This design comes from an exercise in tuning for small area on the open sky130 flow, not from production work. In this exercise RTL edits were held to simulation tests only and were not proved equivalent to the original.

==> run a: inputs <==
Design luma_invert_via_yuv, start of the top module:
module luma_invert_via_yuv (
    input  wire logic       i_clk,
    input  wire logic       i_rst_n,
    input  wire logic       start,
    output logic            busy,
    input  wire logic [7:0] i_red_in,
    input  wire logic [7:0] i_green_in,
    input  wire logic [7:0] i_blue_in,
    input  wire logic [7:0] i_alpha_in,
    input  wire logic       i_last_in,
    output logic            o_valid,
    output logic [7:0]      o_red_out,
    output logic [7:0]      o_green_out,
    output logic [7:0]      o_blue_out,
    output logic [7:0]      o_alpha_out,
    output logic            o_last_out
);
export LEC_CHECK = 0
export ABC_AREA = 0
export CAP_MARGIN = 20
export CORE_MARGIN = 2
export CORE_UTILIZATION = 40
export GPL_TIMING_DRIVEN = 0
export SLEW_MARGIN = 20
export SYNTH_HIERARCHICAL = 1
export SYNTH_MINIMUM_KEEP_SIZE = 0
create_clock -name core_clock -period 5.5 [get_ports {i_clk}]
standard.sh (not shown) runs the stock make flow with config.mk's settings and CLKGATE_MAP_FILE= SYNTH_SCRIPT=/design/flow/synth_recipe.tcl, a recipe that flattens the netlist after the stock synthesis.
==> flow/flow/run.sh <==
#!/bin/bash
# Standard layout, with the smallest buffer cell for the port buffers and a
# clock tree of smaller buffers without dummy loads.
export BUFFER_PORTS_ARGS="-buffer_cell sky130_fd_sc_hd__buf_1"
export CTS_ARGS="-sink_clustering_enable -repair_clock_nets -dont_use_dummy_load -buf_list sky130_fd_sc_hd__clkbuf_8 -sink_clustering_size 12"
bash standard.sh > standard.log 2>&1
==> run b: changes against run a <==
==> flow/flow/run.sh (replaced) <==
#!/bin/bash
# Standard layout, with the smallest buffer cell for the port buffers and a
# clock tree of smaller buffers without dummy loads.
export BUFFER_PORTS_ARGS="-buffer_cell sky130_fd_sc_hd__buf_1"
export CTS_ARGS="-sink_clustering_enable -repair_clock_nets -dont_use_dummy_load -buf_list sky130_fd_sc_hd__clkbuf_8 -sink_clustering_size 16 -sink_clustering_max_diameter 60"
bash standard.sh > standard.log 2>&1
Settings changed: GPL_TIMING_DRIVEN 0 to unset.
==> qor summary <==
| metric | run a | run b |
|---|---|---|
| Status | finished clean | finished clean |
| Vias per inst | 4.94 | 5.09 |
| Placer's final routability congestion estimate | 0.860 | 0.892 |
| Hold slack final | 0.321 ns | 0.312 ns |
| Register area | 3220 sq um | 3180 sq um |
| Cell seen most often among critical-path stages | sky130_fd_sc_hd__fa_1 | sky130_fd_sc_hd__a21o_1 |
| Total detailed-routing wirelength | 26.2 mm | 28.3 mm |
| Fraction of final layout cells sized beyond drive strength 1 | 9.08% | 6.93% |
| Global Route met2 Usage | 28.0% | 30.0% |
| Post-DP HPWL | 21.8 mm | 23.8 mm |

==> trial 47: inputs <==
Starting RTL as in the previous note.
## luma_invert_via_yuv
module luma_invert_via_yuv (
    input  wire logic       i_clk,
    input  wire logic       i_rst_n,
    input  wire logic       start,
    output logic            busy,
    input  wire logic [7:0] i_red_in,
    input  wire logic [7:0] i_green_in,
    input  wire logic [7:0] i_blue_in,
    input  wire logic [7:0] i_alpha_in,
    input  wire logic       i_last_in,
    output logic            o_valid,
    output logic [7:0]      o_red_out,
    output logic [7:0]      o_green_out,
    output logic [7:0]      o_blue_out,
    output logic [7:0]      o_alpha_out,
    output logic            o_last_out
);
==> flow/config.mk <==
export PLATFORM = sky130hd
export DESIGN_NAME = luma_invert_via_yuv
export DESIGN_NICKNAME = luma_invert_via_yuv
export VERILOG_FILES = /design/flow/design.v
export SDC_FILE = /design/flow/constraint.sdc
export NUM_CORES = 4
export LEC_CHECK = 0
export ABC_AREA = 0
export CAP_MARGIN = 20
export CORE_MARGIN = 2
export CORE_UTILIZATION = 40
export SLEW_MARGIN = 20
export SYNTH_HIERARCHICAL = 1
export SYNTH_MINIMUM_KEEP_SIZE = 0
==> flow/constraint.sdc <==
create_clock -name core_clock -period 5.5 [get_ports {i_clk}]
set_input_delay 1.1000 -clock core_clock [delete_from_list [all_inputs] [get_ports {i_clk}]]
set_output_delay 1.1000 -clock core_clock [all_outputs]
set_load 0.01 [all_outputs]
==> flow/flow/run.sh <==
#!/bin/bash
# Standard layout, with the smallest buffer cell for the port buffers and a
# clock tree of smaller buffers without dummy loads.
export BUFFER_PORTS_ARGS="-buffer_cell sky130_fd_sc_hd__buf_1"
export CTS_ARGS="-sink_clustering_enable -repair_clock_nets -dont_use_dummy_load -buf_list sky130_fd_sc_hd__clkbuf_8 -sink_clustering_size 20"
bash standard.sh > standard.log 2>&1
==> inputs of trial 38, as changes to trial 47 <==
==> flow/flow/run.sh (replaced) <==
#!/bin/bash
# Standard layout, with the smallest buffer cell for the port buffers and a
# clock tree of smaller buffers without dummy loads.
export BUFFER_PORTS_ARGS="-buffer_cell sky130_fd_sc_hd__buf_1"
export CTS_ARGS="-sink_clustering_enable -repair_clock_nets -dont_use_dummy_load -buf_list sky130_fd_sc_hd__clkbuf_8 -sink_clustering_size 30 -sink_clustering_max_diameter 200 -sink_clustering_levels 3"
bash standard.sh > standard.log 2>&1
==> inputs of trial 22, as changes to trial 47 <==
==> flow/flow/run.sh (replaced) <==
#!/bin/bash
# Standard layout, with the smallest buffer cell for the port buffers and a
# clock tree of smaller buffers without dummy loads.
export BUFFER_PORTS_ARGS="-buffer_cell sky130_fd_sc_hd__buf_1"
export CTS_ARGS="-sink_clustering_enable -repair_clock_nets -dont_use_dummy_load -buf_list sky130_fd_sc_hd__clkbuf_8 -sink_clustering_size 12"
bash standard.sh > standard.log 2>&1
==> summary.txt <==
Job
The tool flagged a number of max-cap violations equal to 0.

Worst setup path
Broken down by cell family, the worst path's largest delay share belongs to adder cells.

Cells and area
The most common cell after layout, fill and taps aside is fa_1.

Status
The flow ran to the end and the layout has no timing, DRC or antenna violations.
(the above is from trial 22)
==> summary.txt <==
Status
The flow ran to the end and the layout has no timing, DRC or antenna violations.

Job
Across the run, the number of max-cap violations was 0.

Worst setup path
The cell family contributing the most delay on the critical path is adder cells.

Cells and area
Leaving out fill and tap cells, the most frequent cell in the layout is fa_1.
(the above is from trial 47)
==> summary.txt <==
Status
The run finished with no timing, DRC or antenna violations.

Job
The number of maximum-capacitance violations is 0.

Cells and area
The most common cell after layout, fill and taps aside is fa_1.
(the above is from trial 38)

## re-timing with driven ports
The results above use ideal ports. As a check the final layouts listed here were re-extracted and re-timed, cells and wires unchanged. Step 1, drivers: a clkbuf_16 drives i_clk and a buf_2 each remaining input, both assumed. Step 2 adds t to the input delays and takes it off the output delays; t is the mean of the earliest and latest rising clock arrival at the registers after step 1. Input paths then give back, and output paths get back, about the clock's delay inside the block. Slacks: no drivers / after step 1 / after step 2; pairs: no drivers / after step 1.
run | t, ns | setup slack, ns | worst hold slack (ns) | worst register clock-pin slew, ns | worst slew at a driven data input, ns
run a | 0.478 | 0.232 / 0.198 / 0.232 | 0.321 / 0.321 / 0.321 | 0.09 / 0.09 | 0.04
run b | 0.479 | 0.232 / 0.188 / 0.393 | 0.312 / 0.312 / 0.312 | 0.09 / 0.09 | 0.04
trial 47 | 0.479 | 0.232 / 0.188 / 0.393 | 0.312 / 0.312 / 0.312 | 0.09 / 0.09 | 0.04
trial 38 | 0.479 | 0.232 / 0.188 / 0.393 | 0.312 / 0.312 / 0.312 | 0.09 / 0.09 | 0.04
trial 22 | 0.479 | 0.232 / 0.188 / 0.393 | 0.312 / 0.312 / 0.312 | 0.09 / 0.09 | 0.04
After both steps every run listed still meets setup and hold.
